Context: an optimization exercise on an open-source flow, tuned for small area. The choices shown serve that exercise and are no tape-out recipe.
RTL that was checked went through simulation tests only; none was proved equivalent to the original.

## job 101
// rgb_to_hsl_converter_core
module rgb_to_hsl_converter_core #(
  parameter int HUE_BITS = 12
) (
  input  logic                clk,
  input  logic                rst,
  input  logic                start,
  output logic                busy,
  input  logic [23:0]         pixel,
  output logic                done,
  output logic [HUE_BITS-1:0] hue,
  output logic [7:0]          saturation,
  output logic [7:0]          lightness,
  output logic                achromatic
);
For scale: ~230 flip-flops, roughly 58 I/O pins, about 15000 um^2 of cells after synthesis.
Settings: LEC_CHECK=0, ABC_AREA=1, CAP_MARGIN=20, CORE_MARGIN=2, CORE_UTILIZATION=40, CTS_CLUSTER_DIAMETER=120, CTS_CLUSTER_SIZE=32, SLEW_MARGIN=20; clock period 5.5 ns.
standard.sh (not shown) runs the stock make flow with config.mk's settings and CLKGATE_MAP_FILE= SYNTH_SCRIPT=/design/flow/synth_recipe.tcl, a recipe that flattens the netlist after the stock synthesis.
==> flow/flow/run.sh <==
#!/bin/bash
# The standard layout (standard.sh) with two changes:
#  - synthesis maps the logic with the ABC script below (choice computation
#    with -f, mapping, buffering and downsizing, but no upsizing) instead of
#    ORFS's abc_area.script; registers are untouched, as ABC runs after they
#    are mapped, and the rest of ORFS's synthesis is the same;
#  - every port is buffered by a buf_1 instead of the delay buffer that
#    buffer_ports picks by default.
# Each tool's full output lands in make.log and under orfs/logs/.
set -euo pipefail
rm -rf scripts
cp -r "$FLOW_HOME/scripts" scripts
printf '%s\n' 'strash' 'dch -f' 'map -B 0.9' 'topo' 'stime -c' 'buffer -c' 'dnsize -c' > scripts/abc_area.script
bash standard.sh SCRIPTS_DIR="$PWD/scripts" BUFFER_PORTS_ARGS="-buffer_cell sky130_fd_sc_hd__buf_1" finish > make.log 2>&1
diff inputs: job 101 => job 102
--- a/flow/design.v
+++ b/flow/design.v
@@ -101,45 +101,43 @@
   logic [9:0] hi1_d3, hi1_e;
   logic [10:0] hi1_d5;
   assign hi1_d3 = {2'b0, r1_hdelta} + {1'b0, r1_hdelta, 1'b0};
   assign hi1_d5 = {3'b0, r1_hdelta} + {1'b0, r1_hdelta, 2'b0};
   assign hi1_e = (r1_k[1:0] == 2'd0) ? {1'b0, hi1_d3[9:1]} :
                (r1_k[1:0] == 2'd1) ? {3'b0, r1_hdelta[7:1]} : hi1_d5[10:1];
   logic [9:0] h2_r; logic h2_q;
   rhsl_div #(.W(10)) u_h2 (.rem_in({1'b0, r1_hf, 1'b0}), .bit_in(hi1_e[9]), .divisor((hi1_d3 | {(r1_hdelta == 8'd0), 9'b0})), .rem_out(h2_r), .q(h2_q));
   logic [9:0] h2_qv; assign h2_qv = 10'd0 | (10'(h2_q) << 9);
   logic [8:0] si3_t;
   assign si3_t = {2'b0, r1_sden[7:1]} - {1'b0, r1_sdelta};
-  logic [7:0] si3_lo;
-  assign si3_lo = si3_t[7:0];
   logic [7:0] s4_r; logic s4_q;
-  rhsl_div #(.W(8)) u_s4 (.rem_in((r1_sdelta - {7'b0, si3_t[8]})), .bit_in(si3_lo[7]), .divisor(r1_sden), .rem_out(s4_r), .q(s4_q));
+  rhsl_div #(.W(8)) u_s4 (.rem_in((r1_sdelta - {7'b0, si3_t[8]})), .bit_in(si3_t[7:0][7]), .divisor(r1_sden), .rem_out(s4_r), .q(s4_q));
   logic [7:0] s4_qv; assign s4_qv = 8'd0 | (8'(s4_q) << 7);
   logic [2:0] r2_k;
   always_ff @(posedge clk) r2_k <= r1_k;
   logic r2_sc;
   always_ff @(posedge clk) r2_sc <= r1_sc;
   logic [9:0] r2_hr;
   always_ff @(posedge clk) r2_hr <= h2_r;
   logic [9:0] r2_hd;
   always_ff @(posedge clk) r2_hd <= (hi1_d3 | {(r1_hdelta == 8'd0), 9'b0});
   logic [9:0] r2_he;
   always_ff @(posedge clk) r2_he <= hi1_e;
   logic [9:0] r2_hq;
   always_ff @(posedge clk) r2_hq <= h2_qv;
   logic [7:0] r2_sr;
   always_ff @(posedge clk) r2_sr <= s4_r;
   logic [7:0] r2_sd;
   always_ff @(posedge clk) r2_sd <= r1_sden;
   logic [7:0] r2_se;
-  always_ff @(posedge clk) r2_se <= si3_lo;
+  always_ff @(posedge clk) r2_se <= si3_t[7:0];
   logic [7:0] r2_sq;
   always_ff @(posedge clk) r2_sq <= s4_qv;
   logic [9:0] h5_r; logic h5_q;
   rhsl_div #(.W(10)) u_h5 (.rem_in(r2_hr), .bit_in(r2_he[8]), .divisor(r2_hd), .rem_out(h5_r), .q(h5_q));
   logic [9:0] h5_qv; assign h5_qv = r2_hq | (10'(h5_q) << 8);
   logic [9:0] h6_r; logic h6_q;
   rhsl_div #(.W(10)) u_h6 (.rem_in(h5_r), .bit_in(r2_he[7]), .divisor(r2_hd), .rem_out(h6_r), .q(h6_q));
   logic [9:0] h6_qv; assign h6_qv = h5_qv | (10'(h6_q) << 7);
   logic [9:0] h7_r; logic h7_q;
   rhsl_div #(.W(10)) u_h7 (.rem_in(h6_r), .bit_in(r2_he[6]), .divisor(r2_hd), .rem_out(h7_r), .q(h7_q));
   logic [9:0] h7_qv; assign h7_qv = h6_qv | (10'(h7_q) << 6);
==> summary.txt <==
Job 102 | stages: all done | timing, DRC, antenna: all pass
Changes observed in job 102 relative to job 101: number of buffers inserted by hold repair at cts saw little to no change; global-route wire length before repair saw little to no change; share of layout cells above drive strength 1 saw little to no change; total number of vias saw little to no change.
[compare] base=job 101 new=job 102: cell area after layout comparable; number of buffers created by CTS comparable; portion of the clock cycle consumed by the worst path in the final layout comparable; synthesized cell count comparable.
Reported for job 101 and job 102, routability-driven placement congestion ratio turned out identical to the last digit.
As far as post-synthesis sequential element count goes, job 101 and job 102 are indistinguishable; the numbers are identical.
Y dimension of the die: job 102 vs job 101 identical
As far as final cell count goes, job 102 and job 101 are indistinguishable; the numbers are identical.
Comparing job 101 against job 102, there is no change at all in post-detailed-placement half-perimeter wirelength.
Only the layout flow was run in job 102; the RTL was not checked for function there.

Another version of the RTL of rgb_to_hsl_converter_core (not shown whole).
Size in the first run: roughly 2300 cells after synthesis, ~220 flip-flops, roughly 15000 sq um of cells after synthesis.
make LEC_CHECK=0 ABC_AREA=1 CAP_MARGIN=20 CORE_MARGIN=2 CORE_UTILIZATION=40 SLEW_MARGIN=20 finish   # period 5.5 ns
run.sh (not shown) runs the stock make flow with config.mk's settings and CLKGATE_MAP_FILE= SYNTH_SCRIPT=/design/flow/synth_recipe.tcl, a recipe that flattens the netlist after the stock synthesis.
Stock flow here: none of the scripts above is used.
Change:
--- a/flow/design.v
+++ b/flow/design.v
@@ -64,44 +64,44 @@
   logic [8:0] sum0;
   logic [2:0] k0;
   assign delta0 = hi - lo;
   assign f0     = fa - fb;
   assign sum0   = {1'b0, hi} + {1'b0, lo};
   assign k0     = {ks[3] | ks[4] | ks[5], ks[2] | ks[5], ks[1] | ks[4]};   
   logic [9:0] hi1_d3, hi1_e;
   logic [10:0] hi1_d5;
   assign hi1_d3 = {2'b0, delta0} + {1'b0, delta0, 1'b0};
   assign hi1_d5 = {3'b0, delta0} + {1'b0, delta0, 2'b0};
   assign hi1_e = (k0[1:0] == 2'd0) ? {1'b0, hi1_d3[9:1]} :
                (k0[1:0] == 2'd1) ? {3'b0, delta0[7:1]} : hi1_d5[10:1];
+  logic [9:0] h2_r; logic h2_q;
+  rhsl_div #(.W(10)) u_h2 (.rem_in({1'b0, f0, 1'b0}), .bit_in(hi1_e[9]), .divisor(hi1_d3), .rem_out(h2_r), .q(h2_q));
+  logic [9:0] h2_qv; assign h2_qv = 10'd0 | (10'(h2_q) << 9);
   logic [2:0] r1_k;
   always_ff @(posedge clk) r1_k <= k0;
   logic [8:0] r1_ssum;
   always_ff @(posedge clk) r1_ssum <= sum0;
   logic [7:0] r1_sdelta;
   always_ff @(posedge clk) r1_sdelta <= delta0;
   logic [9:0] r1_hr;
-  always_ff @(posedge clk) r1_hr <= {1'b0, f0, 1'b0};
+  always_ff @(posedge clk) r1_hr <= h2_r;
   logic [9:0] r1_hd;
   always_ff @(posedge clk) r1_hd <= hi1_d3;
   logic [9:0] r1_he;
   always_ff @(posedge clk) r1_he <= hi1_e;
   logic [9:0] r1_hq;
-  always_ff @(posedge clk) r1_hq <= 10'd0;
-  logic [9:0] h2_r; logic h2_q;
-  rhsl_div #(.W(10)) u_h2 (.rem_in(r1_hr), .bit_in(r1_he[9]), .divisor(r1_hd), .rem_out(h2_r), .q(h2_q));
-  logic [9:0] h2_qv; assign h2_qv = r1_hq | (10'(h2_q) << 9);
+  always_ff @(posedge clk) r1_hq <= h2_qv;
   logic [9:0] h3_r; logic h3_q;
-  rhsl_div #(.W(10)) u_h3 (.rem_in(h2_r), .bit_in(r1_he[8]), .divisor(r1_hd), .rem_out(h3_r), .q(h3_q));
-  logic [9:0] h3_qv; assign h3_qv = h2_qv | (10'(h3_q) << 8);
+  rhsl_div #(.W(10)) u_h3 (.rem_in(r1_hr), .bit_in(r1_he[8]), .divisor(r1_hd), .rem_out(h3_r), .q(h3_q));
+  logic [9:0] h3_qv; assign h3_qv = r1_hq | (10'(h3_q) << 8);
   logic [9:0] h4_r; logic h4_q;
   rhsl_div #(.W(10)) u_h4 (.rem_in(h3_r), .bit_in(r1_he[7]), .divisor(r1_hd), .rem_out(h4_r), .q(h4_q));
   logic [9:0] h4_qv; assign h4_qv = h3_qv | (10'(h4_q) << 7);
   logic [7:0] si5_den;
   logic [8:0] si5_t, si5_ls;
   assign si5_den = r1_ssum[8] ? 8'(9'd510 - r1_ssum) : r1_ssum[7:0];
   assign si5_t   = {2'b0, si5_den[7:1]} - {1'b0, r1_sdelta};
   assign si5_ls  = r1_ssum + 9'd1;
   logic [7:0] s6_r; logic s6_q;
   rhsl_div #(.W(8)) u_s6 (.rem_in((r1_sdelta - {7'b0, si5_t[8]})), .bit_in(si5_t[7:0][7]), .divisor(si5_den), .rem_out(s6_r), .q(s6_q));
   logic [7:0] s6_qv; assign s6_qv = 8'd0 | (8'(s6_q) << 7);
   logic [2:0] r2_k;
=> This time the run finished with negative setup slack left. Final area climbs by about 11%. Global-route usage increases by 1.4 points. Setup slack degrades by 1.9 ns. Utilization is higher by 5.9 points. Critical path depth climbs by 18. Die area is about the same. Clock-buffer cell count went up by 5. Clock skew rose by 0.0046 ns. Routed wire length rises by about 10%. Non-clock buffer count increases by 145. Maximum frequency decreases by about 27%. Via count climbs by 3.8%. First-iteration DRC count fell by about 4%.
No functional check of the RTL was part of any run of this note.

Another version of the RTL of rgb_to_hsl_converter_core (not shown whole).
For scale: ~2200 cells after synthesis, about 230 flip-flops.
clock: 5.5 ns
lec_check: 0
abc_area: 1
cap_margin: 20
core_margin: 2
core_utilization: 40
cts_cluster_diameter: 100
cts_cluster_size: 24
slew_margin: 20
Rerun with:
--- a/flow/design.v
+++ b/flow/design.v
@@ -17,30 +17,14 @@
     assign bo[i+1] = (~t[i] & d[i]) | (~(t[i] & ~d[i]) & bo[i]);
   end
   assign q = ~bo[W+1];
   for (genvar i = 0; i < W; i++) begin : g_rem
     assign rem_out[i] = t[i] ^ (q & (d[i] ^ bo[i]));
   end
 endmodule
-module rhsl_cmp (
-  input  logic [7:0] a,
-  input  logic [7:0] b,
-  output logic       gt,
-  output logic       lt
-);
-  logic [8:0] g, l;
-  assign g[0] = 1'b0;
-  assign l[0] = 1'b0;
-  for (genvar i = 0; i < 8; i++) begin : g_bit
-    assign g[i+1] = (a[i] & ~b[i]) | (~(~a[i] & b[i]) & g[i]);
-    assign l[i+1] = (~a[i] & b[i]) | (~(a[i] & ~b[i]) & l[i]);
-  end
-  assign gt = g[8];
-  assign lt = l[8];
-endmodule
 `timescale 1ns / 1ps
 module rgb_to_hsl_converter_core #(
   parameter int HUE_BITS = 12
 ) (
   input  logic                clk,
   input  logic                rst,
   input  logic                start,
@@ -54,17 +38,20 @@
 );
   assign busy = rst;
   logic [7:0] r, g, b;
   assign r = pixel[23:16];
   assign g = pixel[15:8];
   assign b = pixel[7:0];
   logic gt_rg, gt_gr, gt_gb, gt_bg, gt_br, gt_rb;
-  rhsl_cmp u_c_rg (.a(r), .b(g), .gt(gt_rg), .lt(gt_gr));
-  rhsl_cmp u_c_gb (.a(g), .b(b), .gt(gt_gb), .lt(gt_bg));
-  rhsl_cmp u_c_br (.a(b), .b(r), .gt(gt_br), .lt(gt_rb));
+  assign gt_rg = r > g;
+  assign gt_gr = g > r;
+  assign gt_gb = g > b;
+  assign gt_bg = b > g;
+  assign gt_br = b > r;
+  assign gt_rb = r > b;
   logic [5:0] ks;   
   assign ks[0] = gt_rg  & !gt_bg;    
   assign ks[1] = !gt_rg & gt_rb;     
   assign ks[2] = gt_gb  & !gt_rb;    
   assign ks[3] = !gt_gb & gt_gr;     
   assign ks[4] = gt_br  & !gt_gr;    
   assign ks[5] = !gt_br & gt_bg;     
The new run finished with timing, DRC and antenna clean.
Cell area is about the same.
Routed wire length went down slightly.
Die area went up slightly.
Count of clock-buffer cells in the layout went down by 3.
Utilization went down by 0.37 points.
Sequential share of layout area stays flat.
Clock skew stays flat.
Setup slack is better by 110 ps.
Worst hold slack is better by 6.8 ps.
Final cell count went down slightly.

-- re-timing with driven ports --
How much do the figures lean on ideal ports? The routed layouts below were timed once more, with nothing changed but the port constraints. Step 1 sets driving cells, clkbuf_16 on the clock port and buf_2 on the other inputs (assumed; they add their load-dependent delay and slew). Step 2, shift: input delay + t, output delay - t, t = (earliest + latest rising clock arrival at the registers) / 2. This alone moves slack from input paths to output paths. Three values: no drivers, after step 1, after step 2; two values: the first two.
run	t (ns)	setup slack, ns	hold WS [ns]	worst slew at a driven data input, ns	pins driven straight from the clock port
job 101	0.513	0.664 / 0.664 / 0.292	0.337 / 0.337 / 0.337	0.05	1
job 102	0.513	0.664 / 0.664 / 0.292	0.337 / 0.337 / 0.337	0.05	1
the first run of note 2	0.553	0.352 / 0.380 / -0.173	0.321 / 0.321 / 0.321	0.04	1
the second run of note 2	0.570	-1.509 / -1.496 / -2.066	0.320 / 0.320 / 0.320	0.06	1
the first run of note 3	0.514	0.364 / 0.364 / 0.203	0.321 / 0.321 / 0.321	0.04	1
the second run of note 3	0.515	0.473 / 0.473 / 0.173	0.328 / 0.328 / 0.328	0.04	1
With both steps, setup timing fails in the first run of note 2, where it was met with ideal ports. For the second run of note 2, which loses most, drivers alone change the setup slack by +0.013 ns; drivers and shift together by -0.557 ns.
